Context: an optimization exercise on an open-source flow, tuned for small area and a short achievable clock period. The choices shown serve that exercise and are no tape-out recipe. The RTL was checked by simulation tests, not by an equivalence proof against the original design.

## flow/design.v (module list and top-level ports; edited modules follow where they fit)
// module fp_round: 28 lines
// module fp_sub: 54 lines
// module fp_mul_array: 1935 lines
// module fp_mul: 26 lines
// module fp_class: 32 lines
// module fp_module: 82 lines
module fp_module (
    input  logic                     i_clk,
    input  logic                     i_rst,
    input  fp_format_pkg::fp_word_t  i_data_r1,
    input  fp_format_pkg::fp_word_t  i_data_r2,
    input  logic [5-1:0]      i_alu_ctrl,
    output fp_format_pkg::fp_word_t  o_data,
    output logic                     o_invalid
);
  // ...
==> flow/run.sh <==
#!/bin/bash
# synth_recipe.tcl (not shown) runs the flow's synth.tcl, then flattens the netlist and writes it again
# the make line also repeats each setting of config.mk as NAME=value (left out here)
make -C /OpenROAD-flow-scripts/flow DESIGN_CONFIG=/design/flow/config.mk WORK_HOME=/design/flow/orfs CLKGATE_MAP_FILE= SYNTH_SCRIPT=/design/flow/synth_recipe.tcl finish
==> flow/config.mk <==
export PLATFORM = sky130hd
export DESIGN_NAME = fp_module
export DESIGN_NICKNAME = fp_module
export VERILOG_FILES = /design/flow/design.v
export SDC_FILE = /design/flow/constraint.sdc
export NUM_CORES = 4
export LEC_CHECK = 0
export CAP_MARGIN = 20
export CORE_MARGIN = 2
export CORE_UTILIZATION = 40
export SLEW_MARGIN = 20
==> flow/constraint.sdc <==
create_clock -name core_clock -period 17.0 [get_ports {i_clk}]
set_input_delay 3.4000 -clock core_clock [delete_from_list [all_inputs] [get_ports {i_clk}]]
set_output_delay 3.4000 -clock core_clock [all_outputs]
set_load 0.01 [all_outputs]
==> reports/metrics.cfg, run 1 <==
[timing]
hold_ws_ns=3.900
fin_setup_tns_ns=0
hold_viol_final=0

[worst_hold_path]
hold_path.class=in -> reg
worstHoldEndpoint=o_data[1]

[die]
dieWidth_um=277.6
core_um2=74320

[global_route]
grt_usage_pct=33.75

[synth]
synth.area.top_cells=fa_1, ha_1, o21ai_0
synthArstFlopShare_pct=0
synthFlopType=dfxtp_1
ys_types=114
synth_most_common_cell=nor2_1
yosys.area.top_type=fa_1
synth_edf_count=0

[setup_path]
cp_common_cell=nor2_1
worstPathMaxFanout=11
cpMaxStageDelayCell=nor3_1
path_depth=42

[finish]
seqCellArea_um2=660.6
nClkBuffers=5
seq_cells=33
clkCellAreaFrac_pct=0.4513
final_common_cell=nor2_1
nFillCells=7896
design_area_um2=31600

[clock_network]
cts_made_buffers=5
cts_resized=0

[route]
met1_length_um=52550
top_layer_used=met5
wl_met2_um=57240
drc=0

[placed_design]
place.gp.congestion=1.014
postPlaceCellArea_um2=31440
dp_cells=5148

[status]
run_status=timing/DRC/antenna clean

==> module fp_round, before the edit <==
module fp_round (
    input  logic        i_norm_sign,
    input  logic [9:0]  i_norm_exp,
    input  logic [26:0] i_norm_sig,
    input  logic        i_norm_zero,
    output logic [31:0] o_result,
    output logic        o_range_invalid
);
    logic [22:0] frac;
    logic        round_up;
    logic [23:0] frac_inc;
    logic        carry;
    logic        ovf;
    logic        unf;
    logic        normal;
    logic [7:0]  exp_out;
    assign frac     = i_norm_sig[25:3];
    assign round_up = i_norm_sig[2] & (i_norm_sig[1] | i_norm_sig[0] | frac[0]);
    assign frac_inc = {1'b0, frac} + {23'd0, round_up};
    assign carry    = frac_inc[23];
    assign ovf    = ~i_norm_zero & ~i_norm_exp[9] & (i_norm_exp[8] | (&i_norm_exp[7:0]));
    assign unf    = ~i_norm_zero & (i_norm_exp[9] | (i_norm_exp[8:0] == 9'd0));
    assign normal = ~i_norm_zero & ~ovf & ~unf;
    assign exp_out = i_norm_exp[7:0] + {7'd0, carry};
    assign o_result = normal ? {i_norm_sign, exp_out, frac_inc[22:0]} :
                      ovf    ? {i_norm_sign, 8'hff, 23'd0} : 32'd0;
    assign o_range_invalid = ovf | unf | (normal & carry & (i_norm_exp[7:0] == 8'd254));
endmodule
==> inputs of run 2 (changes only) <==
--- a/flow/design.v
+++ b/flow/design.v
@@ -25,6 +25,7 @@
     logic [22:0] frac;
     logic        round_up;
     logic [23:0] frac_inc;
+    logic [23:0] ones_below;
     logic        carry;
     logic        ovf;
     logic        unf;
@@ -32,8 +33,14 @@
     logic [7:0]  exp_out;
     assign frac     = i_norm_sig[25:3];
     assign round_up = i_norm_sig[2] & (i_norm_sig[1] | i_norm_sig[0] | frac[0]);
-    assign frac_inc = {1'b0, frac} + {23'd0, round_up};
-    assign carry    = frac_inc[23];
+    always_comb begin
+        ones_below[0] = 1'b1;
+        for (int i = 1; i < 24; i++) begin
+            ones_below[i] = ones_below[i-1] & frac[i-1];
+        end
+    end
+    assign frac_inc = {1'b0, frac} ^ ({24{round_up}} & ones_below);
+    assign carry    = round_up & ones_below[23];
     assign ovf    = ~i_norm_zero & ~i_norm_exp[9] & (i_norm_exp[8] | (&i_norm_exp[7:0]));
     assign unf    = ~i_norm_zero & (i_norm_exp[9] | (i_norm_exp[8:0] == 9'd0));
     assign normal = ~i_norm_zero & ~ovf & ~unf;
--- a/flow/config.mk
+++ b/flow/config.mk
@@ -5,7 +5,9 @@
 export SDC_FILE = /design/flow/constraint.sdc
 export NUM_CORES = 4
 export LEC_CHECK = 0
+export ABC_AREA = 1
 export CAP_MARGIN = 20
 export CORE_MARGIN = 2
 export CORE_UTILIZATION = 40
+export SETUP_SLACK_MARGIN = 5
 export SLEW_MARGIN = 20
==> run 2 against run 1 <==
  * Setup slack better by 4.3 ns
  * Via count decreased by 21%
  * Still clean
  * Routed wire length down 24%
  * Largest cell class unchanged
  * Cell area about the same
  * Utilization up 10 points
  * Flip-flop and latch count stayed put
==> reports/metrics.cfg, run 2 <==
[route]
via_per_inst=5.867
antenna_left=0
drc=0  ; unchanged
wl_met3_um=10560
wl_per_cell_um=22.07
met1_length_um=39250  ; -25%
wl_met2_um=46870  ; -18%
vias=27270
first_iter_violations=2896
drt_first_pass_iters=7
top_layer_used=met4
finalWirelength_um=102600

[worst_hold_path]
min_path_cells=3
hold_path.class=in -> reg
worstHoldEndpoint=o_data[9]
worstHoldStart=i_data_r1[22]

[global_route]
grt_pass1_vias=26130
grt_pass1_wl_um=151600
antenna_found_initial=0
grt_max_degree=50
overflow=0
grt_usage_pct=31.07  ; -2.7 points

[timing]
final.period_utilization_pct=69.22
fin_setup_tns_ns=0  ; unchanged
fmax_ghz=0.08497
slew_headroom_pct=43.41
period_needed_ns=11.77
rsz0062_at_grt=yes
worst_slew_pin_slew_ns=0.8479
hold_ws_ns=3.619  ; -0.2814 ns
slew_violations=0
hold_viol_final=0  ; unchanged
setup_violations=0

[die]
die-area_um2=62280
pin_count=104
die_y_um=249.6
start_util_pct=40.19
fp-row-count=90
dieWidth_um=249.6  ; -10%
core_um2=60020  ; -19%

[synth]
ys_seq_area_share_pct=2.739
ys_types=64  ; -44%
yosysWarnings=5
synth_area_um2=24120
synth_top_area_share_pct=20.75
synth.avg_cell_area_um2=6.785
synthFlopType=dfxtp_1
synth_fp_nets=4050
synth_commonest_cells=nand2_1, inv_1, xor2_1
synthArstFlopShare_pct=0  ; unchanged
yosys.area.top_type=fa_1
synth_most_common_cell=nand2_1
synth.area.top_cells=fa_1, xor2_1, ha_1
postSynthCellCount=3555
postSynthRegisterBits=33
synth_edf_count=0  ; unchanged

[finish]
final_common_cell=nand2_1
largest_registers=o_data: 32 flops, o_invalid: 1 flops
design_area_um2=31600  ; about the same
drive_above_1_share_pct=24.62
largest-register=o_data
fin_util_pct=52.65
largest_reg_flops=32
seqCellArea_um2=660.6  ; unchanged
area_growth_pct=31.01
nFillCells=5729  ; -27%
layout_common_cells=nand2_1, inv_1, xor2_1
multi_input_area_um2=22880
stdcell_count=4648
diodes=0
nets=4360

[setup_path]
crit_arrival_ns=11.90
cp.required_ns=17.13
worst_setup_path_end_kind=flip-flop
path_class=in -> reg
worstPathMaxFanout=7  ; -4
critPathBufInv=20
cp_common_cell=buf_4
path_delay_family=adder cells
cpPeakStageDelay_ns=0.56
cp-start-kind=input port
cpMaxStageDelayCell=fa_1

[clock_network]
clock_tree.root_cell=clkbuf_16
clk_pin_slew_ns=0.05
hold_buffers=0
htreeDepth=2
cts_made_buffers=5  ; unchanged
cts_tree=yes
clock-sinks=33
clk_path_buf_depth=2

[placed_design]
io_buffers=103
postPlaceCellArea_um2=25840  ; -18%
dp_cells=4303  ; -16%
hpwl_um=70150
place.gp.congestion=0.9516  ; -6.2%

[run]
drv_cap=0

[status]
run_status=timing/DRC/antenna clean

==> run 2: cell types whose count changed after synthesis, moves of 202 or more <==
cell / before / now
o22ai_1: 51 / 298
nand2_1: 304 / 572
a21oi_1: 372 / 170
clkbuf_1: 371 / 141
o21ai_0: 397 / 146
nor2_1: 488 / 219
inv_1: 324 / 533
xor2_1: 74 / 373
==> run 2: cells by family after synthesis <==
family / after synthesis / share of synthesized area (%)
xor gates and xnor gates: 405 / 14.80
adders and majority gates: 424 / 29.77
and+or+nand+nor: 1166 / 21.41
buffers and inverters: 776 / 12.64
AOI/OAI and AO/OA: 738 / 18.10
DFF: 33 / 2.739
muxes: 13 / 0.5395
==> run 2: worst max-delay path by stage <==
stage | endpoint | slack [ns] | cells after the start | start
6_report | o_data[9] | 5.23 | 53 | i_data_r1[12]
3_3_place_gp | o_data[22] | 2.30 | 63 | i_data_r2[1]
5_1_grt | o_data[27] | 4.73 | 63 | i_data_r1[24]
4_1_cts | o_data[30] | 4.98 | 53 | i_data_r2[30]
3_5_place_dp | o_data[22] | 2.20 | 62 | i_data_r2[1]
2_1_floorplan | o_data[16] | 5.01 | 59 | i_data_r2[1]
==> run 2: layer usage <==
metal  vias up  track usage [%]
met5         -                0
met1     12950            39.14
met4         0            14.65
met2      1639            51.16
li1      12280                -
met3       403            6.008
==> run 2: what timing repair did <==
action / in CTS / in global routing
pin swaps: 96 / 199
setup endpoints to repair: 33 / 33
setup buffers: 146 / 156
cloned: 24 / 11
gates resized for setup: 410 / 497
==> run 2: area by class of cell <==
class / instances / share of cell area, %
Timing Repair inverter: 7 / 0.1544
Multi-Input combinational cell: 2762 / 72.40
Tap cell: 782 / 3.096
Timing Repair Buffer: 488 / 14.37
Clock buffer: 5 / 0.3959
Inverter: 568 / 7.345
Clock inverter: 3 / 0.1465
Sequential cell: 33 / 2.091
==> run 2: through the flow <==
| step | setup WS (ns) |
|---|---|
| CTS | 4.982 |
| finish | 5.232 |
| global route | 4.732 |
| floorplan | 5.014 |
| global placement | 2.295 |
| detailed placement | 2.203 |
==> inputs of run 3 (changes only) <==
--- a/flow/config.mk
+++ b/flow/config.mk
@@ -9,5 +9,6 @@
 export CAP_MARGIN = 20
 export CORE_MARGIN = 2
 export CORE_UTILIZATION = 40
+export GPL_TIMING_DRIVEN = 1
 export SETUP_SLACK_MARGIN = 5
 export SLEW_MARGIN = 20
==> run 3 against run 2 <==
  * Cell count stayed put
  * Sequential share of layout area stayed put
  * Non-clock buffer count stayed put
  * Clock-buffer cell count stayed put
  * Cell area stayed put
  * Fmax stayed put
  * Routed wire length stayed put
  * First-iteration DRC count stayed put
  * Die area stayed put
  * Critical path type unchanged
  * Largest cell class unchanged
==> reports/metrics.cfg, run 3 <==
[finish]
diodes=0  ; unchanged
nFillCells=5729  ; unchanged
largest-register=o_data
drive_above_1_share_pct=24.62  ; unchanged
largest_reg_flops=32  ; unchanged
design_area_um2=31600  ; unchanged
largest_registers=o_data: 32 flops, o_invalid: 1 flops
area_growth_pct=31.01  ; unchanged
nets=4360  ; unchanged
final_common_cell=nand2_1
fin_util_pct=52.65  ; unchanged
layout_common_cells=nand2_1, inv_1, xor2_1

[die]
die-area_um2=62280  ; unchanged
die_y_um=249.6  ; unchanged
pin_count=104  ; unchanged
dieWidth_um=249.6  ; unchanged
start_util_pct=40.19  ; unchanged
fp-row-count=90  ; unchanged
core_um2=60020  ; unchanged

[timing]
slew_violations=0  ; unchanged
setup_violations=0  ; unchanged
final.period_utilization_pct=69.22  ; unchanged
hold_ws_ns=3.619  ; unchanged
fin_setup_tns_ns=0  ; unchanged
slew_headroom_pct=43.41  ; unchanged
hold_viol_final=0  ; unchanged
period_needed_ns=11.77  ; unchanged
worst_slew_pin_slew_ns=0.8479  ; unchanged
fmax_ghz=0.08497  ; unchanged
rsz0062_at_grt=yes

[synth]
synth_top_area_share_pct=20.75  ; unchanged
synthArstFlopShare_pct=0  ; unchanged
yosys.area.top_type=fa_1
synth.area.top_cells=fa_1, xor2_1, ha_1
synth_commonest_cells=nand2_1, inv_1, xor2_1
synth_fp_nets=4050  ; unchanged
yosysWarnings=5  ; unchanged
synthFlopType=dfxtp_1
synth_most_common_cell=nand2_1
postSynthCellCount=3555  ; unchanged
ys_types=64  ; unchanged
synth.avg_cell_area_um2=6.785  ; unchanged
ys_seq_area_share_pct=2.739  ; unchanged
synth_area_um2=24120  ; unchanged
postSynthRegisterBits=33  ; unchanged
synth_edf_count=0  ; unchanged

[setup_path]
cpMaxStageDelayCell=fa_1
cpPeakStageDelay_ns=0.56  ; about the same
worst_setup_path_end_kind=flip-flop
cp.required_ns=17.13  ; about the same
path_class=in -> reg
cp-start-kind=input port
cp_common_cell=buf_4
crit_arrival_ns=11.90  ; about the same
crit_start=i_data_r1[12]
worstPathMaxFanout=7  ; unchanged

[route]
first_iter_violations=2896  ; unchanged
antenna_left=0  ; unchanged
finalWirelength_um=102600  ; unchanged
drc=0  ; unchanged
drt_first_pass_iters=7  ; unchanged
vias=27270  ; unchanged
wl_per_cell_um=22.07  ; unchanged
via_per_inst=5.867  ; unchanged

[worst_hold_path]
hold_path.class=in -> reg
worstHoldEndpoint=o_data[9]
min_path_cells=3  ; unchanged
worstHoldStart=i_data_r1[22]

[status]
run_status=timing/DRC/antenna clean

[clock_network]
clk_path_buf_depth=2  ; unchanged
htreeDepth=2  ; unchanged
cts_tree=yes
clock-sinks=33  ; unchanged
cts_made_buffers=5  ; unchanged
clk_pin_slew_ns=0.05  ; about the same
clock_tree.root_cell=clkbuf_16

[placed_design]
place.gp.congestion=0.9516  ; unchanged
io_buffers=103  ; unchanged
hpwl_um=70150  ; unchanged
postPlaceCellArea_um2=25840  ; unchanged

[global_route]
antenna_found_initial=0  ; unchanged
grt_usage_pct=31.07  ; unchanged
gr-usage-met2_pct=51.16  ; unchanged
grt_pass1_wl_um=151600  ; unchanged
grt_max_degree=50  ; unchanged
grt_pass1_vias=26130  ; unchanged
grtUsageMet3_pct=6.008  ; unchanged
grt_busiest_layer=met2
overflow=0  ; unchanged
grt_use_met1_pct=39.14  ; unchanged

[run]
drv_cap=0  ; unchanged

==> run 3: final cells by class <==
type                       instances  area [µm²]  area share [%]
tap                              782       978.4           3.096
timing repair buffer             488        4542           14.37
timing repair inverter             7       48.80          0.1544
multi-input combinational       2762       22880           72.40
inverter                         568        2321           7.345
sequential                        33       660.6           2.091
clock buffer                       5       125.1          0.3959
clock inverter                     3       46.29          0.1465
==> run 3: worst max-delay path, delay by kind of cell <==
family / cells / cell delay (ns)
adder cells (fa/ha/maj): 6 / 2.59
buffers and inverters: 20 / 2.29
AO/OA/AOI/OAI: 14 / 2.12
AND/OR/NAND/NOR: 12 / 1.23
XOR/XNOR: 1 / 0.24
==> run 3: metrics by stage <==
step	instances	setup slack (ns)
floorplan	3555	5.014
global placement	4303	2.295
detailed placement	4303	2.203
CTS	4481	4.982
global route	4648	4.732
finish	4648	5.232
==> run 3: cells by family after synthesis <==
group,synth area share [%]
buf+inv,12.64
fa+ha+maj,29.77
flops,2.739
mux,0.5395
compound gates,18.10
simple gates,21.41
xor+xnor,14.80
==> run 3: worst max-delay path by stage <==
stage / endpoint / slack [ns] / cells past startpoint
after global placement: o_data[22] / 2.30 / 63
after CTS: o_data[30] / 4.98 / 53
after global routing: o_data[27] / 4.73 / 63
final: o_data[9] / 5.23 / 53
after floorplan: o_data[16] / 5.01 / 59
after detailed placement: o_data[22] / 2.20 / 62
==> run 3: repair_timing <==
action / in CTS / in global routing
setup endpoints to repair: 33 / 33
cloned: 24 / 11
pin swaps: 96 / 199
gates resized for setup: 410 / 497
hold buffers: 0 / 0
buffers inserted: 146 / 156
==> run 3: metal layers <==
layer | up-vias | share of wire (%)
li1 | 12280 | -
met2 | 1639 | 46
met3 | 403 | 10
met1 | 12950 | 38
met4 | 0 | 5.7
met5 | - | 0
==> inputs of run 4 (changes only) <==
--- a/flow/config.mk
+++ b/flow/config.mk
@@ -9,6 +9,5 @@
 export CAP_MARGIN = 20
 export CORE_MARGIN = 2
 export CORE_UTILIZATION = 40
-export GPL_TIMING_DRIVEN = 1
-export SETUP_SLACK_MARGIN = 5
+export SETUP_SLACK_MARGIN = 3.5
 export SLEW_MARGIN = 20
==> run 4 against run 3 <==
  * Routed wire length shrank 7.4%
  * Cell area shrank 14%
  * Synthesized cell count is the same
  * Still clean
  * Worst hold slack gained 0.33 ns
  * Die area is the same
  * Utilization shrank 7.5 points
  * Critical path type unchanged
  * Global-route usage shrank 1.7 points
==> reports/metrics.cfg, run 4 <==
[clock_network]
cts_tree=yes
cts_made_buffers=5  ; unchanged
htreeDepth=2  ; unchanged
clock_tree.root_cell=clkbuf_16
clk_pin_slew_ns=0.05  ; about the same
clock-sinks=33  ; unchanged
clk_path_buf_depth=2  ; unchanged

[die]
die-area_um2=62280  ; unchanged
core_um2=60020  ; unchanged
dieWidth_um=249.6  ; unchanged
fp-row-count=90  ; unchanged
start_util_pct=40.19  ; unchanged
pin_count=104  ; unchanged
die_y_um=249.6  ; unchanged

[timing]
final.period_utilization_pct=76.55  ; +7.3 points
fmax_ghz=0.07684  ; -9.6%
slew_headroom_pct=42.13  ; -1.3 points
worst_slew_pin_slew_ns=0.8648  ; +0.01696 ns
slew_violations=0  ; unchanged
fin_setup_tns_ns=0  ; unchanged
hold_viol_final=0  ; unchanged
period_needed_ns=13.01  ; +1.246 ns
rsz0062_at_grt=no
setup_violations=0  ; unchanged

[finish]
area_growth_pct=12.24
drive_above_1_share_pct=9.532  ; -15 points
largest_registers=o_data: 32 flops, o_invalid: 1 flops
nFillCells=6288  ; +9.8%
largest_reg_flops=32  ; unchanged
layout_common_cells=nand2_1, inv_1, xor2_1
multi_input_area_um2=20980  ; -8.3%
final_common_cell=nand2_1
nets=4083  ; -6.4%
diodes=0  ; unchanged
largest-register=o_data
seqCellArea_um2=660.6  ; unchanged

[setup_path]
crit_arrival_ns=13.17  ; +1.27 ns
cp_common_cell=inv_1
cp-start-kind=input port
path_class=in -> reg
cp.required_ns=17.15  ; +0.02 ns
cpPeakStageDelay_ns=0.86  ; +0.30 ns
cpMaxStageDelayCell=clkdlybuf4s50_1
worst_setup_path_end_kind=flip-flop
critPathBufInv=12  ; -40%
worstPathMaxFanout=25  ; +18
path_delay_family=adder cells
crit_start=i_data_r1[11]

[synth]
synth_edf_count=0  ; unchanged
synth_area_um2=24120  ; unchanged
synth.area.top_cells=fa_1, xor2_1, ha_1
synthArstFlopShare_pct=0  ; unchanged
synth_fp_nets=4050  ; unchanged
ys_types=64  ; unchanged
synthFlopType=dfxtp_1
postSynthRegisterBits=33  ; unchanged
postSynthCellCount=3555  ; unchanged
yosys.area.top_type=fa_1
synth.avg_cell_area_um2=6.785  ; unchanged
ys_seq_area_share_pct=2.739  ; unchanged
synth_top_area_share_pct=20.75  ; unchanged
synth_most_common_cell=nand2_1
synth_commonest_cells=nand2_1, inv_1, xor2_1
yosysWarnings=5  ; unchanged

[route]
wl_per_cell_um=21.72  ; -1.5%
via_per_inst=5.810  ; -0.98%
finalWirelength_um=94940  ; -7.4%
drc=0  ; unchanged
wl_met2_um=43600  ; -7.0%
antenna_left=0  ; unchanged
vias=25390  ; -6.9%
met1_length_um=38160  ; -2.8%
first_iter_violations=2569  ; -11%
drt_first_pass_iters=6  ; -1
wl_met3_um=8406  ; -20%
top_layer_used=met5

[global_route]
grt_usage_pct=29.37  ; -1.7 points
grt_pass1_wl_um=143800  ; -5.1%
antenna_found_initial=1  ; +1
grt_pass1_vias=24720  ; -5.4%
overflow=0  ; unchanged
grt_max_degree=50  ; unchanged

[worst_hold_path]
worstHoldStart=i_alu_ctrl[2]
hold_path.class=in -> reg

[placed_design]
io_buffers=103  ; unchanged
place.gp.congestion=0.9984  ; +4.9%
hpwl_um=70590  ; +0.62%

[run]
drv_cap=0  ; unchanged

[status]
run_status=timing/DRC/antenna clean

[run 4: final timing paths]
path	depth (start not counted)	endpoint	slack, ns
worst max-delay path	49	o_data[30]	3.99
worst min-delay path	5	o_data[7]	3.95
[run 4: kinds of logic after synthesis]
kind of cell	count (synthesis)	synth area share, %
DFF	33	2.739
buffers and inverters	776	12.64
adders and majority gates	424	29.77
muxes	13	0.5395
xor gates and xnor gates	405	14.80
AOI/OAI and AO/OA	738	18.10
and+or+nand+nor	1166	21.41
[run 4: final cells by class]
class	instances	area share, %
repair buffers	217	7.482
inverters	568	8.185
multi-input cells	2753	77.49
repair inverters	10	0.2496
clock buffers	6	0.5130
clock inverters	1	0.02773
well taps	782	3.614
flip-flops and latches	33	2.440
[run 4: per-stage QoR]
| step | utilization, % | setup WS (ns) | cells | instance area (µm²) | hold slack [ns] |
|---|---|---|---|---|---|
| 2_1_floorplan | - | 4.308 | 3555 | 24120 | 3.563 |
| 6_report | 45.11 | 3.986 | 4370 | 27070 | 3.946 |
| 5_1_grt | 45.11 | 3.360 | 4370 | 27070 | 4.003 |
| 4_1_cts | 43.73 | 3.488 | 4324 | 26250 | 3.955 |
| 3_3_place_gp | 42.95 | 1.657 | 4303 | 25780 | 4.135 |
| 3_5_place_dp | 42.95 | 1.511 | 4303 | 25780 | 4.138 |
[run 4: what timing repair did]
action                     in CTS  in global routing
setup buffers                   9                 34
setup endpoints to repair      33                 33
cloned                          5                 12
gates resized for setup        55                129
pin swaps                       3                 10
hold buffers                    0                  0
[run 4: metal layers]
metal / vias to the layer above / global-route usage [%]
met1: 12050 / 37.96
met5: - / 0
met4: 2 / 11.91
met2: 1327 / 49.22
li1: 11720 / -
met3: 296 / 4.193
==> inputs of run 5 (changes only) <==
--- a/flow/config.mk
+++ b/flow/config.mk
@@ -9,5 +9,5 @@
 export CAP_MARGIN = 20
 export CORE_MARGIN = 2
 export CORE_UTILIZATION = 40
-export SETUP_SLACK_MARGIN = 3.5
+export SETUP_SLACK_MARGIN = 4.5
 export SLEW_MARGIN = 20
==> run 5 against run 4 <==
  * Utilization increased by 5.5 points
  * Worst hold slack got worse by 0.28 ns
==> reports/metrics.cfg, run 5 <==
[status]
run_status=timing/DRC/antenna clean

[finish]
fin_util_pct=50.61  ; +5.5 points
area_growth_pct=25.93
layout_common_cells=nand2_1, inv_1, xor2_1
drive_above_1_share_pct=20.20  ; +11 points
nets=4286  ; +5.0%
diodes=0  ; unchanged
largest_registers=o_data: 32 flops, o_invalid: 1 flops
final_common_cell=nand2_1
largest-register=o_data
largest_reg_flops=32  ; unchanged

[synth]
ys_seq_area_share_pct=2.739  ; unchanged
synth_edf_count=0  ; unchanged
synth_fp_nets=4050  ; unchanged
synth.area.top_cells=fa_1, xor2_1, ha_1
yosysWarnings=5  ; unchanged
synthArstFlopShare_pct=0  ; unchanged
synth_most_common_cell=nand2_1
postSynthRegisterBits=33  ; unchanged
yosys.area.top_type=fa_1
synth_area_um2=24120  ; unchanged
postSynthCellCount=3555  ; unchanged
synth_top_area_share_pct=20.75  ; unchanged
synthFlopType=dfxtp_1
synth.avg_cell_area_um2=6.785  ; unchanged
ys_types=64  ; unchanged
synth_commonest_cells=nand2_1, inv_1, xor2_1

[clock_network]
htreeDepth=2  ; unchanged
clock-sinks=33  ; unchanged
clk_pin_slew_ns=0.06  ; about the same
cts_tree=yes
clock_tree.root_cell=clkbuf_16
clk_path_buf_depth=2  ; unchanged
cts_made_buffers=5  ; unchanged

[die]
dieWidth_um=249.6  ; unchanged
pin_count=104  ; unchanged
die-area_um2=62280  ; unchanged
core_um2=60020  ; unchanged
start_util_pct=40.19  ; unchanged
die_y_um=249.6  ; unchanged
fp-row-count=90  ; unchanged

[placed_design]
place.gp.congestion=0.9561  ; -4.2%
hpwl_um=70400  ; -0.27%
io_buffers=103  ; unchanged

[timing]
worst_slew_pin_slew_ns=0.8572  ; -0.007644 ns
rsz0062_at_grt=no
slew_violations=0  ; unchanged
slew_headroom_pct=42.79  ; +0.66 points
setup_violations=0  ; unchanged
fin_setup_tns_ns=0  ; unchanged
fmax_ghz=0.08150  ; +6.1%
final.period_utilization_pct=72.18  ; -4.4 points
hold_viol_final=0  ; unchanged
period_needed_ns=12.27  ; -0.7439 ns

[setup_path]
path_class=in -> reg
cpMaxStageDelayCell=fa_1
crit_start=i_data_r1[11]
worstPathMaxFanout=11  ; -56%
cp-start-kind=input port
worst_setup_path_end_kind=flip-flop
cpPeakStageDelay_ns=0.62  ; -0.24 ns
cp_common_cell=buf_4
crit_arrival_ns=12.44  ; -0.73 ns
cp.required_ns=17.17  ; +0.02 ns

[worst_hold_path]
hold_path.class=in -> reg
min_path_cells=3  ; -2
worstHoldStart=i_data_r1[22]
worstHoldEndpoint=o_data[9]

[route]
finalWirelength_um=101800  ; +7.2%
drc=0  ; unchanged
wl_per_cell_um=22.25  ; +2.4%
antenna_left=0  ; unchanged
vias=26800  ; +5.6%
via_per_inst=5.859  ; +0.86%
drt_first_pass_iters=7  ; +1
first_iter_violations=2828  ; +10%

[global_route]
grt_usage_pct=30.76  ; +1.4 points
grt_max_degree=50  ; unchanged
antenna_found_initial=1  ; unchanged
grt_pass1_wl_um=150100  ; +4.4%
grt_pass1_vias=25760  ; +4.2%
overflow=0  ; unchanged

[run]
drv_cap=0  ; unchanged

-- run 5: cell families after synthesis --
logic type      Yosys count  share of synthesized area, %
simple gates           1166                         21.41
fa+ha+maj               424                         29.77
compound gates          738                         18.10
xor+xnor                405                         14.80
mux                      13                        0.5395
buf+inv                 776                         12.64
flops                    33                         2.739
-- run 5: layout make-up --
| type | instances | area, µm² |
|---|---|---|
| clock buffers | 6 | 138.9 |
| flip-flops and latches | 33 | 660.6 |
| inverters | 568 | 2286 |
| clock inverters | 2 | 37.54 |
| fillers | 5949 | 29640 |
| multi-input cells | 2764 | 22320 |
| repair buffers | 410 | 3894 |
| repair inverters | 9 | 58.81 |
| well taps | 782 | 978.4 |
-- run 5: per-layer routing --
layer / vias up / share of wire, % / global-route usage (%)
met5: - / 0.013 / 0
met4: 2 / 6.4 / 14.53
met3: 391 / 10 / 5.423
met2: 1506 / 45 / 50.34
met1: 12750 / 38 / 39.34
li1: 12150 / - / -
-- run 5: metrics by stage --
stage | cell area [µm²] | hold WS, ns | cells | worst slack [ns]
floorplan | 24130 | 3.563 | 3555 | 4.520
global placement | 25760 | 4.134 | 4299 | 1.809
detailed placement | 25760 | 4.138 | 4299 | 1.697
CTS | 27690 | 3.886 | 4414 | 4.501
global route | 30380 | 3.648 | 4574 | 4.328
finish | 30380 | 3.663 | 4574 | 4.730
-- run 5: worst max-delay path: cells and delay by family --
kind / cells / cell delay [ns]
compound gates: 7 / 1.08
buf+inv: 22 / 3.04
simple gates: 16 / 1.71
xor+xnor: 1 / 0.22
fa+ha+maj: 6 / 2.96
-- run 5: worst max-delay path by stage --
stage                     cells after the start         end  slack (ns)
after global placement                       61  o_data[22]        1.81
after global routing                         67   o_data[2]        4.33
final                                        52  o_data[13]        4.73
after CTS                                    54  o_data[30]        4.50
after detailed placement                     60  o_data[22]        1.70
after floorplan                              57  o_data[16]        4.52
-- run 5: repair_timing --
action | in CTS | in global routing
gates resized for setup | 263 | 378
endpoints found under the setup margin | 33 | 33
setup buffers | 82 | 146
hold buffers | 0 | 0
pin swaps | 36 | 139
gates cloned | 25 | 14
==> inputs of run 6 (changes only) <==
--- a/flow/config.mk
+++ b/flow/config.mk
@@ -9,5 +9,4 @@
 export CAP_MARGIN = 20
 export CORE_MARGIN = 2
 export CORE_UTILIZATION = 40
-export SETUP_SLACK_MARGIN = 4.5
 export SLEW_MARGIN = 20
==> run 6 against run 5 <==
  * Still clean
  * Die area stayed put
  * Synthesized cell count unchanged
  * Critical endpoint is now o_data[22]
  * Largest cell class unchanged
==> reports/metrics.cfg, run 6 <==
[synth]
synth_compound_area_share_pct=18.10  ; unchanged
synthArstFlopShare_pct=0  ; unchanged
synth_commonest_cells=nand2_1, inv_1, xor2_1
synth-simple-area-share_pct=21.41  ; unchanged
ys_types=64  ; unchanged
synth_area_um2=24120  ; unchanged
synthAdderAreaFrac_pct=29.77  ; unchanged
synth_top_area_share_pct=20.75  ; unchanged
ys_seq_area_share_pct=2.739  ; unchanged
synth_top_family_by_area=adder cells
synth_xor_area_share_pct=14.80  ; unchanged
yosys.area.top_type=fa_1
yosysWarnings=5  ; unchanged
synth.avg_cell_area_um2=6.785  ; unchanged
postSynthRegisterBits=33  ; unchanged
synth_most_common_cell=nand2_1
synth.area.top_cells=fa_1, xor2_1, ha_1
synthFlopType=dfxtp_1
postSynthCellCount=3555  ; unchanged
synth_mux_area_share_pct=0.5395  ; unchanged
synth_edf_count=0  ; unchanged
synth_fp_nets=4050  ; unchanged

[global_route]
grt_pass1_wl_um=142300  ; -5.2%
overflow=0  ; unchanged
antenna_found_initial=0  ; -1
grt_usage_pct=29.06  ; -1.7 points
grt_pass1_vias=24410  ; -5.2%
grt_max_degree=92  ; +84%

[route]
drc=0  ; unchanged
finalWirelength_um=91750  ; -9.8%
drt_first_pass_iters=8  ; +1
antenna_left=0  ; unchanged
via_per_inst=5.760  ; -1.7%
vias=24830  ; -7.4%
first_iter_violations=2508  ; -11%
wl_per_cell_um=21.28  ; -4.3%

[setup_path]
path_delay_family=simple AND/OR/NAND/NOR gates
path_class=in -> reg
worst_setup_path_end_kind=flip-flop
cpMaxStageDelayCell=clkdlybuf4s50_1
cp-start-kind=input port
cp_common_cell=nand2_1
cp.required_ns=17.22  ; +0.05 ns
worstPathMaxFanout=91  ; +80
critPathBufInv=9  ; -59%
cpPeakStageDelay_ns=0.81  ; +0.19 ns
crit_arrival_ns=15.71  ; +3.27 ns

[run]
drv_cap=0  ; unchanged

[timing]
worst_slew_pin_slew_ns=1.134  ; +0.2768 ns
fmax_ghz=0.06453  ; -21%
setup_violations=0  ; unchanged
fin_setup_tns_ns=0  ; unchanged
rsz0062_at_grt=no
slew_violations=0  ; unchanged
slew_headroom_pct=24.32  ; -18 points
final.period_utilization_pct=91.16  ; +19 points
hold_viol_final=0  ; unchanged
period_needed_ns=15.50  ; +3.227 ns

[clock_network]
clock_tree.root_cell=clkbuf_16
post_cts_buffers=0  ; -100%
clk_pin_slew_ns=0.05  ; about the same
htreeDepth=2  ; unchanged
clk_path_buf_depth=2  ; unchanged
clock-sinks=33  ; unchanged
cts_resized=0  ; -100%
hold_buffers=0  ; unchanged
cts_tree=yes
cts_made_buffers=5  ; unchanged

[finish]
largest_reg_flops=32  ; unchanged
drive_above_1_share_pct=5.667  ; -15 points
final_common_cell=nand2_1
nFillCells=6364  ; +7.0%
diodes=0  ; unchanged
largest_registers=o_data: 32 flops, o_invalid: 1 flops
area_growth_pct=7.636
nets=4024  ; -6.1%
largest-register=o_data
layout_common_cells=nand2_1, inv_1, xor2_1
fin_util_pct=43.26  ; -7.4 points

[worst_hold_path]
min_path_cells=5  ; +2
worstHoldEndpoint=o_data[7]
hold_path.class=in -> reg
worstHoldStart=i_alu_ctrl[2]

[die]
die_y_um=249.6  ; unchanged
dieWidth_um=249.6  ; unchanged
die-area_um2=62280  ; unchanged
pin_count=104  ; unchanged
fp-row-count=90  ; unchanged
start_util_pct=40.19  ; unchanged
core_um2=60020  ; unchanged

[status]
run_status=timing/DRC/antenna clean

[placed_design]
hpwl_um=70590  ; +0.27%
place.gp.congestion=0.9984  ; +4.4%
io_buffers=103  ; unchanged

## run 6: cell count changes in the layout (fill, tap and decap cells not counted), sizes merged, moves of 11 or more
cell           before  now
nand2             618  605
inv               543  554
clkbuf             27    6
clkdlybuf4s50      44  102
dlymetal6s2s       30    0
clkinvlp           22    1
buf               303   73
## run 6: worst max path at each step
stage                     cells after the start          start          to
after floorplan                              61  i_data_r2[11]  o_data[16]
after global placement                       62   i_data_r2[1]  o_data[22]
after detailed placement                     61   i_data_r2[1]  o_data[22]
after CTS                                    61   i_data_r2[1]  o_data[22]
after global routing                         64   i_data_r2[1]  o_data[22]
final                                        61   i_data_r2[1]  o_data[22]
## run 6: worst min-delay path, stage by stage
cell	delay, ns
clkdlybuf4s50_1	0.42
nand3_1	0.12
nor2_1	0.08
nand3_1	0.07
a21oi_1	0.08
## run 6: layout make-up
cell class | instances | area, µm² | share of cell area (%)
timing repair buffer | 175 | 1587 | 6.111
inverter | 568 | 2132 | 8.212
clock inverter | 1 | 7.507 | 0.02892
tap | 782 | 978.4 | 3.769
clock buffer | 6 | 138.9 | 0.5349
multi-input combinational | 2746 | 20460 | 78.80
sequential | 33 | 660.6 | 2.545
## run 6: cell families after synthesis
logic type / Yosys count
multiplexers: 13
XOR/XNOR: 405
AND/OR/NAND/NOR: 1166
AO/OA/AOI/OAI: 738
adder cells (fa/ha/maj): 424
flip-flops: 33
buffers and inverters: 776
## run 6: per-stage QoR
stage	worst slack [ns]	cells	hold slack (ns)	cell area, µm²
after floorplan	4.308	3555	3.563	24120
after global placement	1.657	4303	4.135	25780
after detailed placement	1.511	4303	4.138	25780
after CTS	1.753	4310	3.955	25930
after global routing	0.1926	4311	4.003	25960
final	1.503	4311	3.955	25960
## run 6: routing by layer
| layer | wire, µm | vias to the layer above | track usage, % |
|---|---|---|---|
| li1 | - | 11590 | - |
| met1 | 37720 | 11850 | 37.94 |
| met2 | 42650 | 1151 | 49.13 |
| met3 | 7438 | 239 | 3.828 |
| met4 | 3936 | 0 | 10.41 |
| met5 | 0 | - | 0 |
==> inputs of run 7 (changes only) <==
--- a/flow/config.mk
+++ b/flow/config.mk
@@ -9,4 +9,5 @@
 export CAP_MARGIN = 20
 export CORE_MARGIN = 2
 export CORE_UTILIZATION = 40
+export SETUP_SLACK_MARGIN = 4
 export SLEW_MARGIN = 20
==> run 7 against run 6 <==
  * Still clean
  * Critical path depth decreased by 13
  * Setup slack improved by 2.9 ns
  * First-iteration DRC count increased by 6.5%
  * Worst hold slack got worse by 0.22 ns
  * Area after synthesis unchanged
==> reports/metrics.cfg, run 7 <==
[synth]
postSynthRegisterBits=33  ; unchanged
synth_top_area_share_pct=20.75  ; unchanged
synth.avg_cell_area_um2=6.785  ; unchanged
postSynthCellCount=3555  ; unchanged
synth_fp_nets=4050  ; unchanged
synth.area.top_cells=fa_1, xor2_1, ha_1
synth_commonest_cells=nand2_1, inv_1, xor2_1
yosysWarnings=5  ; unchanged
synthArstFlopShare_pct=0  ; unchanged
ys_types=64  ; unchanged
synth_most_common_cell=nand2_1
synth_edf_count=0  ; unchanged
synth_area_um2=24120  ; unchanged
ys_seq_area_share_pct=2.739  ; unchanged
yosys.area.top_type=fa_1
synthFlopType=dfxtp_1

[finish]
layout_common_cells=nand2_1, inv_1, xor2_1
area_growth_pct=16.04
final_common_cell=nand2_1
nFillCells=6188  ; -2.8%
nets=4141  ; +2.9%
largest_reg_flops=32  ; unchanged
largest-register=o_data
fin_util_pct=46.64  ; +3.4 points
diodes=0  ; unchanged
drive_above_1_share_pct=12.75  ; +7.1 points
largest_registers=o_data: 32 flops, o_invalid: 1 flops

[die]
dieWidth_um=249.6  ; unchanged
start_util_pct=40.19  ; unchanged
core_um2=60020  ; unchanged
fp-row-count=90  ; unchanged
die-area_um2=62280  ; unchanged
pin_count=104  ; unchanged
die_y_um=249.6  ; unchanged

[timing]
period_needed_ns=12.59  ; -2.911 ns
worst_slew_pin_slew_ns=0.7500  ; -0.3840 ns
rsz0062_at_grt=no
setup_violations=0  ; unchanged
hold_viol_final=0  ; unchanged
slew_violations=0  ; unchanged
fmax_ghz=0.07945  ; +23%
slew_headroom_pct=49.47  ; +25 points
fin_setup_tns_ns=0  ; unchanged
final.period_utilization_pct=74.04  ; -17 points

[global_route]
grt_pass1_vias=25050  ; +2.6%
grt_pass1_wl_um=146600  ; +3.0%
grt_usage_pct=30.03  ; +0.97 points
overflow=0  ; unchanged
antenna_found_initial=0  ; unchanged
grt_max_degree=50  ; -46%

[placed_design]
io_buffers=103  ; unchanged
place.gp.congestion=0.9984  ; unchanged
hpwl_um=70590  ; unchanged

[route]
first_iter_violations=2672  ; +6.5%
via_per_inst=5.825  ; +1.1%
drc=0  ; unchanged
drt_first_pass_iters=6  ; -2
wl_per_cell_um=21.87  ; +2.8%
vias=25790  ; +3.9%
antenna_left=0  ; unchanged
finalWirelength_um=96830  ; +5.5%

[setup_path]
cpMaxStageDelayCell=fa_1
path_class=in -> reg
crit_arrival_ns=12.74  ; -2.97 ns
cpPeakStageDelay_ns=0.57  ; -0.24 ns
worst_setup_path_end_kind=flip-flop
cp.required_ns=17.16  ; -0.06 ns
crit_start=i_data_r2[30]
cp-start-kind=input port
critPathCapture=o_data[30]
worstPathMaxFanout=14  ; -85%

[clock_network]
clk_pin_slew_ns=0.05  ; about the same
htreeDepth=2  ; unchanged
clock_tree.root_cell=clkbuf_16
clk_path_buf_depth=2  ; unchanged
cts_made_buffers=5  ; unchanged
clock-sinks=33  ; unchanged
cts_tree=yes

[status]
run_status=timing/DRC/antenna clean

[run]
drv_cap=0  ; unchanged

[worst_hold_path]
hold_path.class=in -> reg

-- run 7: cell counts after synthesis --
No cell type changed its count.
-- run 7: routing by layer --
layer | share of wire (%) | wire length [µm] | vias up | global-route usage, %
li1 | - | - | 11850 | -
met1 | 39 | 38230 | 12240 | 38.83
met2 | 46 | 44550 | 1388 | 50.17
met3 | 9.5 | 9196 | 314 | 4.506
met4 | 5.0 | 4857 | 0 | 12.12
met5 | 0 | 0 | - | 0
-- run 7: cell type report --
type	count	area, µm²	area share, %
Multi-Input combinational cell	2758	21350	76.28
Clock buffer	6	138.9	0.4962
Inverter	568	2231	7.970
Sequential cell	33	660.6	2.360
Clock inverter	1	7.507	0.02682
Timing Repair inverter	11	73.82	0.2637
Tap cell	782	978.4	3.496
Timing Repair Buffer	269	2549	9.106
-- run 7: worst max-delay path: cells and delay by family --
| kind | cells | cell delay (ns) |
|---|---|---|
| buf+inv | 10 | 1.59 |
| compound gates | 10 | 1.39 |
| simple gates | 19 | 2.76 |
| fa+ha+maj | 7 | 3.09 |
| xor+xnor | 2 | 0.46 |
-- run 7: logic make-up (layout without fill, tap and decap cells) --
logic type | after synthesis | after routing | share of synthesized area (%)
muxes | 13 | 13 | 0.5395
buffers and inverters | 776 | 855 | 12.64
DFF | 33 | 33 | 2.739
and+or+nand+nor | 1166 | 1176 | 21.41
adders and majority gates | 424 | 424 | 29.77
AOI/OAI and AO/OA | 738 | 740 | 18.10
xor gates and xnor gates | 405 | 405 | 14.80
-- run 7: timing repair --
action / CTS / global route
hold buffers: 0 / 0
gates resized for setup: 129 / 190
pin swaps: 10 / 52
setup buffers: 32 / 59
endpoints found under the setup margin: 33 / 33
cloned: 15 / 12
-- run 7: metrics by stage --
step	instance area [µm²]	hold slack, ns	instances	setup WS [ns]
after CTS	26710	3.955	4357	4.007
after floorplan	24120	3.563	3555	4.308
final	27990	3.735	4428	4.413
after global routing	27990	3.753	4428	3.916
after detailed placement	25780	4.138	4303	1.511
after global placement	25780	4.135	4303	1.657
-- run 7: how the worst min path moves through the flow --
| stage | slack (ns) | cells after the start | endpoint | startpoint |
|---|---|---|---|---|
| floorplan | 3.56 | 2 | o_data[0] | i_data_r1[31] |
| global placement | 4.13 | 1 | o_data[27] | o_data[27] |
| detailed placement | 4.14 | 1 | o_data[29] | o_data[29] |
| CTS | 3.95 | 5 | o_data[7] | i_alu_ctrl[2] |
| global route | 3.75 | 3 | o_data[9] | i_data_r1[22] |
| finish | 3.74 | 3 | o_data[9] | i_data_r1[22] |
==> inputs of run 8 (changes only) <==
==> flow/flow/run.sh (new file) <==
#!/bin/bash
set -euo pipefail
export BUFFER_PORTS_ARGS="-buffer_cell sky130_fd_sc_hd__buf_1"
bash standard.sh finish > standard_flow.log 2>&1
==> flow/standard.sh (new file) <==
#!/bin/bash
# synth_recipe.tcl (not shown) runs the flow's synth.tcl, then flattens the netlist and writes it again
# the make line also repeats each setting of config.mk as NAME=value (left out here)
make -C /OpenROAD-flow-scripts/flow DESIGN_CONFIG=/design/flow/config.mk WORK_HOME=/design/flow/orfs CLKGATE_MAP_FILE= SYNTH_SCRIPT=/design/flow/synth_recipe.tcl "${@:-finish}"
--- a/flow/config.mk
+++ b/flow/config.mk
@@ -11,3 +11,4 @@
 export CORE_UTILIZATION = 40
 export SETUP_SLACK_MARGIN = 4
 export SLEW_MARGIN = 20
+export TNS_END_PERCENT = 5
removed: flow/run.sh
==> run 8 against run 7 <==
  * Still clean
  * Cell count down 0.61%
  * Critical endpoint unchanged
==> reports/metrics.cfg, run 8 <==
[status]
run_status=timing/DRC/antenna clean

[clock_network]
hold_buffers=0  ; unchanged
clk_pin_slew_ns=0.05  ; about the same
htreeDepth=2  ; unchanged
clock-sinks=33  ; unchanged
clock_tree.root_cell=clkbuf_16
cts_tree=yes
cts_made_buffers=5  ; unchanged
clk_path_buf_depth=2  ; unchanged

[finish]
nets=4113  ; -0.68%
stdcell_count=4401  ; -0.61%
final_common_cell=nand2_1
diodes=0  ; unchanged
largest-register=o_data
multi_input_area_um2=21200  ; -0.71%
layout_common_cells=nand2_1, inv_1, xor2_1
area_growth_pct=11.58
drive_above_1_share_pct=11.83  ; -0.93 points
nFillCells=6315  ; +2.1%
largest_registers=o_data: 32 flops, o_invalid: 1 flops
seqCellArea_um2=660.6  ; unchanged
largest_reg_flops=32  ; unchanged

[synth]
synthFlopType=dfxtp_1
synth_commonest_cells=nand2_1, inv_1, xor2_1
synthArstFlopShare_pct=0  ; unchanged
yosys.area.top_type=fa_1
synth_edf_count=0  ; unchanged
synth_fp_nets=4050  ; unchanged
synth.avg_cell_area_um2=6.785  ; unchanged
synth.area.top_cells=fa_1, xor2_1, ha_1
yosysWarnings=5  ; unchanged
ys_types=64  ; unchanged
ys_seq_area_share_pct=2.739  ; unchanged
postSynthCellCount=3555  ; unchanged
postSynthRegisterBits=33  ; unchanged
synth_most_common_cell=nand2_1
synth_area_um2=24120  ; unchanged
synth_top_area_share_pct=20.75  ; unchanged

[route]
drc=0  ; unchanged
finalWirelength_um=95060  ; -1.8%
drt_first_pass_iters=6  ; unchanged
antenna_left=0  ; unchanged
via_per_inst=5.796  ; -0.49%
first_iter_violations=2606  ; -2.5%
vias=25510  ; -1.1%
wl_per_cell_um=21.60  ; -1.2%

[timing]
slew_violations=0  ; unchanged
rsz0062_at_grt=yes
setup_violations=0  ; unchanged
slew_headroom_pct=45.23  ; -4.2 points
final.period_utilization_pct=73.77  ; -0.27 points
worst_slew_pin_slew_ns=0.8207  ; +0.07070 ns
period_needed_ns=12.54  ; -0.04630 ns
hold_viol_final=0  ; unchanged
fmax_ghz=0.07974  ; +0.37%
fin_setup_tns_ns=0  ; unchanged

[setup_path]
worstPathMaxFanout=20  ; +6
path_class=in -> reg
cpPeakStageDelay_ns=0.59  ; +0.02 ns
path_delay_family=simple AND/OR/NAND/NOR gates
critPathBufInv=8  ; -2
cpMaxStageDelayCell=fa_1
cp-start-kind=input port
worst_setup_path_end_kind=flip-flop
crit_arrival_ns=12.70  ; -0.04 ns
cp.required_ns=17.15  ; about the same

[placed_design]
dp_cells=4300  ; -0.070%
place.gp.congestion=0.9800  ; -1.8%
hpwl_um=70340  ; -0.35%
io_buffers=103  ; unchanged

[worst_hold_path]
worstHoldEndpoint=o_data[9]
min_path_cells=4  ; +1
worstHoldStart=i_data_r1[22]
hold_path.class=in -> reg

[global_route]
antenna_found_initial=1  ; +1
grt_usage_pct=29.53  ; -0.50 points
grt_pass1_vias=24840  ; -0.84%
overflow=0  ; unchanged
grt_pass1_wl_um=144500  ; -1.4%
grt_max_degree=50  ; unchanged

[die]
fp-row-count=90  ; unchanged
die-area_um2=62280  ; unchanged
die_y_um=249.6  ; unchanged
core_um2=60020  ; unchanged
dieWidth_um=249.6  ; unchanged
start_util_pct=40.19  ; unchanged
pin_count=104  ; unchanged

[run]
drv_cap=0  ; unchanged

[run 8: cell counts after synthesis]
Identical to the previous run, type by type.
[run 8: kinds of logic (layout without fill, tap and decap cells)]
logic type	after synthesis	in the layout	synth area share, %
compound gates	738	739	18.10
xor+xnor	405	405	14.80
fa+ha+maj	424	424	29.77
buf+inv	776	831	12.64
flops	33	33	2.739
mux	13	13	0.5395
simple gates	1166	1174	21.41
[run 8: what timing repair did]
action | 4_1_cts | 5_1_grt
setup endpoints to repair | 33 | 33
setup buffers | 28 | 45
cloned | 8 | 12
resized for setup | 68 | 172
pin swaps | 5 | 26
[run 8: worst max path at each step]
stage,startpoint,endpoint,cells past startpoint
finish,i_data_r2[21],o_data[30],43
CTS,i_data_r2[30],o_data[15],55
detailed placement,i_data_r2[3],o_data[22],57
floorplan,i_data_r2[11],o_data[16],61
global route,i_data_r1[29],o_data[30],59
global placement,i_data_r2[5],o_data[22],57
[run 8: worst min-delay path, delay by kind of cell]
kind | cells | cell delay, ns
AO/OA/AOI/OAI | 1 | 0.08
AND/OR/NAND/NOR | 1 | 0.09
buffers and inverters | 2 | 0.27
[run 8: area by class of cell]
| class | instances | area share, % |
|---|---|---|
| sequential | 33 | 2.455 |
| timing repair inverter | 9 | 0.1860 |
| clock inverter | 2 | 0.1395 |
| clock buffer | 6 | 0.5160 |
| inverter | 568 | 8.261 |
| multi-input combinational | 2755 | 78.77 |
| tap | 782 | 3.636 |
| timing repair buffer | 246 | 6.034 |
[run 8: routing by layer]
| layer | global-route usage (%) | wire length, µm | vias up | share of wire, % |
|---|---|---|---|---|
| met2 | 49.55 | 44130 | 1273 | 46 |
| met1 | 37.70 | 38280 | 12200 | 40 |
| met5 | 0 | 7 | - | 0.0074 |
| met4 | 12.20 | 4341 | 2 | 4.6 |
| li1 | - | - | 11780 | - |
| met3 | 4.735 | 8307 | 258 | 8.7 |
[run 8: per-stage QoR]
stage	hold slack, ns	instance area, µm²	worst slack [ns]	utilization [%]
2_1_floorplan	3.563	24120	4.308	-
3_3_place_gp	3.785	25120	1.796	41.86
3_5_place_dp	3.785	25120	1.665	41.86
4_1_cts	3.620	25770	3.994	42.94
5_1_grt	3.625	26910	3.930	44.84
6_report	3.630	26910	4.460	44.84
==> inputs of run 9 (changes only) <==
--- a/flow/config.mk
+++ b/flow/config.mk
@@ -11,4 +11,3 @@
 export CORE_UTILIZATION = 40
 export SETUP_SLACK_MARGIN = 4
 export SLEW_MARGIN = 20
-export TNS_END_PERCENT = 5
==> run 9 against run 8 <==
  * Setup slack better by 0.053 ns
  * First-iteration DRC count is 0.46% higher
  * Cell count about the same
  * Synthesized cell count is the same
  * Critical path depth stayed put
  * Sequential share of layout area is essentially flat
  * Fmax increased by 0.43%
==> reports/metrics.cfg, run 9 <==
[status]
run_status=timing/DRC/antenna clean

[die]
core_um2=60020  ; unchanged
pin_count=104  ; unchanged
dieWidth_um=249.6  ; unchanged
fp-row-count=90  ; unchanged
die_y_um=249.6  ; unchanged
die-area_um2=62280  ; unchanged
start_util_pct=40.19  ; unchanged

[global_route]
overflow=0  ; unchanged
grt_pass1_vias=24820  ; -0.056%
grt_usage_pct=29.53  ; unchanged
grt_max_degree=50  ; unchanged
antenna_found_initial=1  ; unchanged
grt_pass1_wl_um=144500  ; about the same

[synth]
postSynthCellCount=3555  ; unchanged
synth_mux_area_share_pct=0.5395  ; unchanged
synth_xor_area_share_pct=14.80  ; unchanged
synth_top_area_share_pct=20.75  ; unchanged
synthAdderAreaFrac_pct=29.77  ; unchanged
synth.avg_cell_area_um2=6.785  ; unchanged
postSynthRegisterBits=33  ; unchanged
synth_compound_area_share_pct=18.10  ; unchanged
synthFlopType=dfxtp_1
yosysWarnings=5  ; unchanged
synth_area_um2=24120  ; unchanged
synth_most_common_cell=nand2_1
synth_commonest_cells=nand2_1, inv_1, xor2_1
synth_top_family_by_area=adder cells
ys_types=64  ; unchanged
synth.area.top_cells=fa_1, xor2_1, ha_1
synth_fp_nets=4050  ; unchanged
yosys.area.top_type=fa_1
synth_edf_count=0  ; unchanged
synthArstFlopShare_pct=0  ; unchanged
ys_seq_area_share_pct=2.739  ; unchanged
synth-simple-area-share_pct=21.41  ; unchanged

[finish]
diodes=0  ; unchanged
stdcell_count=4398  ; -0.068%
largest-register=o_data
nets=4110  ; -0.073%
drive_above_1_share_pct=11.62  ; -0.21 points
nFillCells=6319  ; +0.063%
area_growth_pct=11.34
largest_reg_flops=32  ; unchanged
fin_util_pct=44.74  ; -0.096 points
design_area_um2=26860  ; -0.21%
largest_registers=o_data: 32 flops, o_invalid: 1 flops
final_common_cell=nand2_1
layout_common_cells=nand2_1, inv_1, xor2_1

[worst_hold_path]
hold_path.class=in -> reg

[route]
drc=0  ; unchanged
drt_first_pass_iters=8  ; +2
wl_per_cell_um=21.57  ; -0.12%
first_iter_violations=2618  ; +0.46%
via_per_inst=5.809  ; +0.22%
antenna_left=0  ; unchanged
vias=25550  ; +0.15%
finalWirelength_um=94880  ; -0.19%

[setup_path]
path_delay_family=adder cells
worstPathMaxFanout=9  ; -55%
crit_arrival_ns=12.64  ; -0.06 ns
path_class=in -> reg
worst_setup_path_end_kind=flip-flop
critPathBufInv=5  ; -3
cp.required_ns=17.15  ; about the same
cpMaxStageDelayCell=fa_1
cp-start-kind=input port
cpPeakStageDelay_ns=0.55  ; -0.04 ns

[timing]
fin_setup_tns_ns=0  ; unchanged
setup_violations=0  ; unchanged
slew_violations=0  ; unchanged
fmax_ghz=0.08008  ; +0.43%
hold_viol_final=0  ; unchanged
final.period_utilization_pct=73.45  ; -0.31 points
period_needed_ns=12.49  ; -0.05340 ns
layout_setup_ws_ns=4.513  ; +0.05340 ns
rsz0062_at_grt=yes
slew_headroom_pct=43.99  ; -1.2 points
worst_slew_pin_slew_ns=0.8392  ; +0.01856 ns

[clock_network]
clock-sinks=33  ; unchanged
hold_buffers=0  ; unchanged
cts_made_buffers=5  ; unchanged
clk_path_buf_depth=2  ; unchanged
clk_pin_slew_ns=0.05  ; about the same
clock_tree.root_cell=clkbuf_16
htreeDepth=2  ; unchanged
cts_tree=yes

[placed_design]
place.gp.congestion=0.9800  ; unchanged
dp_worst_setup_slack_ns=1.665  ; unchanged
hpwl_um=70340  ; unchanged
io_buffers=103  ; unchanged
postPlaceCellArea_um2=25120  ; unchanged
dp_cells=4300  ; unchanged

[run]
drv_cap=0  ; unchanged

## run 9: cell counts after synthesis
Identical to the previous run, type by type.
## run 9: per-layer routing
metal	global-route usage, %	routed length, µm	vias up
met4	11.96	4439	2
met1	37.72	38310	12180
met3	4.683	8345	272
met5	0	57	-
met2	49.68	43730	1311
li1	-	-	11780
## run 9: repair_timing
| action | CTS | global route |
|---|---|---|
| pin swaps | 5 | 23 |
| endpoints found under the setup margin | 33 | 33 |
| cloned | 8 | 12 |
| resized for setup | 69 | 165 |
| setup buffers | 28 | 42 |
## run 9: cell families after synthesis
family,after synthesis
XOR/XNOR,405
buffers and inverters,776
AND/OR/NAND/NOR,1166
multiplexers,13
AO/OA/AOI/OAI,738
adder cells (fa/ha/maj),424
flip-flops,33
## run 9: through the flow
step / hold slack (ns)
after CTS: 3.620
after global routing: 3.625
final: 3.632
after global placement: 3.785
after detailed placement: 3.785
after floorplan: 3.563
## run 9: path summary, 6_finish.rpt
kind	from	endpoint	slack, ns	depth (start not counted)
hold / removal	i_data_r1[22]	o_data[9]	3.63	4
setup / recovery	i_data_r1[16]	o_data[30]	4.51	43
## run 9: area by class of cell
class | count | area [µm²] | area share [%]
clock buffer | 6 | 138.9 | 0.5171
clock inverter | 2 | 37.54 | 0.1398
inverter | 568 | 2223 | 8.279
multi-input combinational | 2755 | 21180 | 78.88
sequential | 33 | 660.6 | 2.460
tap | 782 | 978.4 | 3.643
timing repair buffer | 243 | 1584 | 5.898
timing repair inverter | 9 | 50.05 | 0.1864
==> inputs of run 10 (changes only) <==
==> flow/flow/run.sh (replaced) <==
#!/bin/bash
set -euo pipefail
rm -rf scripts_local
cp -r "$FLOW_HOME/scripts" scripts_local
cp flow/abc_area.script scripts_local/abc_area.script
export SCRIPTS_DIR="$PWD/scripts_local"
export BUFFER_PORTS_ARGS="-buffer_cell sky130_fd_sc_hd__buf_1"
bash standard.sh finish > standard_flow.log 2>&1
==> flow/flow/abc_area.script (new file) <==
strash
dch
map -a
topo
dnsize -c
==> run 10 against run 9 <==
  * Still clean on timing, DRC and antenna
  * Global-route usage increased by 1.0 points
  * Sequential share of layout area is 0.11 points lower
  * First-iteration DRC count up 4.2%
  * Critical path depth grew 26
  * Die area down 8.3%
  * Clock-buffer cell count unchanged
  * Cell area up 4.5%
  * Via count shrank 1.9%
  * Setup slack lost 0.20 ns
  * Critical endpoint is now o_data[20]
  * Largest cell class unchanged
  * Highest routed layer is now met4
==> reports/metrics.cfg, run 10 <==
[finish]
diodes=0  ; unchanged
area_growth_pct=27.00
nFillCells=5458  ; -14%
nets=4029  ; -2.0%
layout_common_cells=clkinv_1, nand2_1, xor2_1
stdcell_count=4239  ; -3.6%
final_common_cell=clkinv_1

[synth]
synthArstFlopShare_pct=0  ; unchanged
ys_seq_area_share_pct=2.990  ; +0.25 points
synth.area.top_cells=fa_1, xor2_1, ha_1
synth-simple-area-share_pct=16.36  ; -5.0 points
synth.avg_cell_area_um2=7.025  ; +3.5%
synth_xor_area_share_pct=16.25  ; +1.5 points
synth_commonest_cells=clkinv_1, nand2_1, xor2_1
synth_compound_area_share_pct=22.06  ; +4.0 points
synth_top_family_by_area=adder cells
postSynthRegisterBits=33  ; unchanged
synth_mux_area_share_pct=0.5040  ; -0.035 points
synth_top_area_share_pct=22.65  ; +1.9 points
synth_fp_nets=3640  ; -10%
yosys.area.top_type=fa_1
synth_area_um2=22090  ; -8.4%
synth_edf_count=0  ; unchanged
postSynthCellCount=3145  ; -12%
yosysWarnings=5  ; unchanged

[clock_network]
cts_tree=yes
clock-sinks=33  ; unchanged
clk_pin_slew_ns=0.05  ; about the same
htreeDepth=2  ; unchanged
cts_made_buffers=5  ; unchanged
hold_buffers=0  ; unchanged

[die]
dieWidth_um=239.0  ; -4.2%
die-area_um2=57130  ; -8.3%
die_y_um=239.0  ; -4.2%
start_util_pct=40.26  ; +0.072 points

[global_route]
grt_pass1_wl_um=135800  ; -6.0%
grt_usage_pct=30.53  ; +1.0 points
overflow=0  ; unchanged
antenna_found_initial=0  ; -1
grt_pass1_vias=23340  ; -6.0%

[setup_path]
crit_arrival_ns=12.88  ; +0.24 ns
critPathBufInv=15  ; +10
worstPathMaxFanout=7  ; -2
cpPeakStageDelay_ns=0.36  ; -0.19 ns
cpMaxStageDelayCell=a2111oi_2
worst_setup_path_end_kind=flip-flop
cp.required_ns=17.20  ; +0.05 ns

[route]
antenna_left=0  ; unchanged
vias=25070  ; -1.9%
via_per_inst=5.914  ; +1.8%
drt_first_pass_iters=6  ; -2
wl_per_cell_um=21.41  ; -0.76%
finalWirelength_um=90760  ; -4.3%

[worst_hold_path]
min_path_cells=3  ; -1
hold_path.class=in -> reg

[timing]
setup_violations=0  ; unchanged
hold_viol_final=0  ; unchanged
rsz0062_at_grt=yes
final.period_utilization_pct=74.61  ; +1.2 points
fin_setup_tns_ns=0  ; unchanged
hold_ws_ns=3.522  ; -0.1097 ns
slew_headroom_pct=26.75  ; -17 points

[placed_design]
hpwl_um=65470  ; -6.9%
dp_cells=4035  ; -6.2%
place.gp.congestion=0.9662  ; -1.4%
io_buffers=103  ; unchanged

[status]
run_status=timing/DRC/antenna clean

[run]
drv_cap=0  ; unchanged

-- run 10: cell count changes in the layout (fill, tap and decap cells not counted), sizes merged, moves of 46 or more --
cell,change
buf,+112
clkinv,+472
inv,-477
nand2,-180
nand3,-145
nor2,+46
o21ai,+59
-- run 10: final cells by class --
| cell class | count | area (µm²) | share of cell area [%] |
|---|---|---|---|
| Timing Repair Buffer | 360 | 2723 | 9.703 |
| Clock inverter | 2 | 10.01 | 0.03567 |
| Multi-Input combinational cell | 2581 | 21370 | 76.15 |
| Sequential cell | 33 | 660.6 | 2.355 |
| Inverter | 549 | 2268 | 8.085 |
| Timing Repair inverter | 4 | 20.02 | 0.07135 |
| Clock buffer | 6 | 128.9 | 0.4593 |
| Tap cell | 704 | 880.8 | 3.139 |
-- run 10: cells by family (layout without fill, tap and decap cells) --
kind of cell,after synthesis,count (layout)
and+or+nand+nor,880,891
AOI/OAI and AO/OA,838,842
buffers and inverters,549,921
adders and majority gates,424,424
xor gates and xnor gates,410,413
DFF,33,33
muxes,11,11
-- run 10: how the worst max path moves through the flow --
stage / start / end / slack, ns / cells after the start
6_report: i_data_r2[18] / o_data[20] / 4.32 / 69
5_1_grt: i_data_r1[23] / o_data[20] / 3.74 / 79
4_1_cts: i_data_r1[26] / o_data[30] / 3.99 / 72
3_5_place_dp: i_data_r1[27] / o_data[10] / 1.27 / 71
3_3_place_gp: i_data_r1[27] / o_data[18] / 1.16 / 68
2_1_floorplan: i_data_r1[27] / o_data[20] / 3.87 / 76
-- run 10: metrics by stage --
step           setup slack (ns)  utilization [%]  area (µm²)
4_1_cts                   3.992            47.53       26080
2_1_floorplan             3.866                -       22490
5_1_grt                   3.736            51.13       28060
3_3_place_gp              1.164            44.50       24420
3_5_place_dp              1.272            44.50       24420
6_report                  4.317            51.13       28060
-- run 10: timing repair --
action                                  CTS  global route
endpoints found under the setup margin   33            33
setup buffers                            68           101
pin swaps                                56           144
cloned                                   18             9
resized for setup                       228           353
-- run 10: layer usage --
metal  global-route usage, %  vias to the layer above  share of wire [%]
met5                       0                        -                  0
li1                        -                    11500                  -
met3                   6.490                      210                 11
met1                   43.29                    12010                 42
met4                   10.87                        0                4.3
met2                   45.52                     1346                 42

## afterwards: timing with drivers on the ports
The results above use ideal ports. As a check the final layouts listed here were re-extracted and re-timed, cells and wires unchanged.
Step 1 (the two cells are an assumption about what drives the block):
set clk [get_ports {i_clk}]
set_driving_cell -lib_cell sky130_fd_sc_hd__clkbuf_16 $clk
set_driving_cell -lib_cell sky130_fd_sc_hd__buf_2 [delete_from_list [all_inputs] $clk]
Step 2 moves the port delays by t, midway between the first and last clock arrival at a register: inputs arrive t later, outputs are due t later. That takes back most of the time a late clock gives input paths.
Slacks: no drivers / after step 1 / after step 2; pairs: no drivers / after step 1.
| run | t (ns) | setup slack, ns | cell pins on the clock port's net |
|---|---|---|---|
| run 1 | 0.325 | 0.954 / 0.925 / 0.600 | 1 |
| run 2 | 0.309 | 5.232 / 5.238 / 4.928 | 1 |
| run 3 | 0.309 | 5.232 / 5.238 / 4.928 | 1 |
| run 4 | 0.304 | 3.986 / 3.995 / 3.691 | 1 |
| run 5 | 0.310 | 4.730 / 4.741 / 4.431 | 1 |
| run 6 | 0.305 | 1.503 / 1.504 / 1.199 | 1 |
| run 7 | 0.304 | 4.413 / 4.422 / 4.117 | 1 |
| run 8 | 0.306 | 4.460 / 4.468 / 4.162 | 1 |
| run 9 | 0.306 | 4.513 / 4.507 / 4.201 | 1 |
| run 10 | 0.303 | 4.317 / 4.313 / 4.009 | 1 |
After both steps setup and hold are still met in every run listed. For run 1, which loses most, drivers alone change the setup slack by -0.029 ns; drivers and shift together by -0.354 ns.
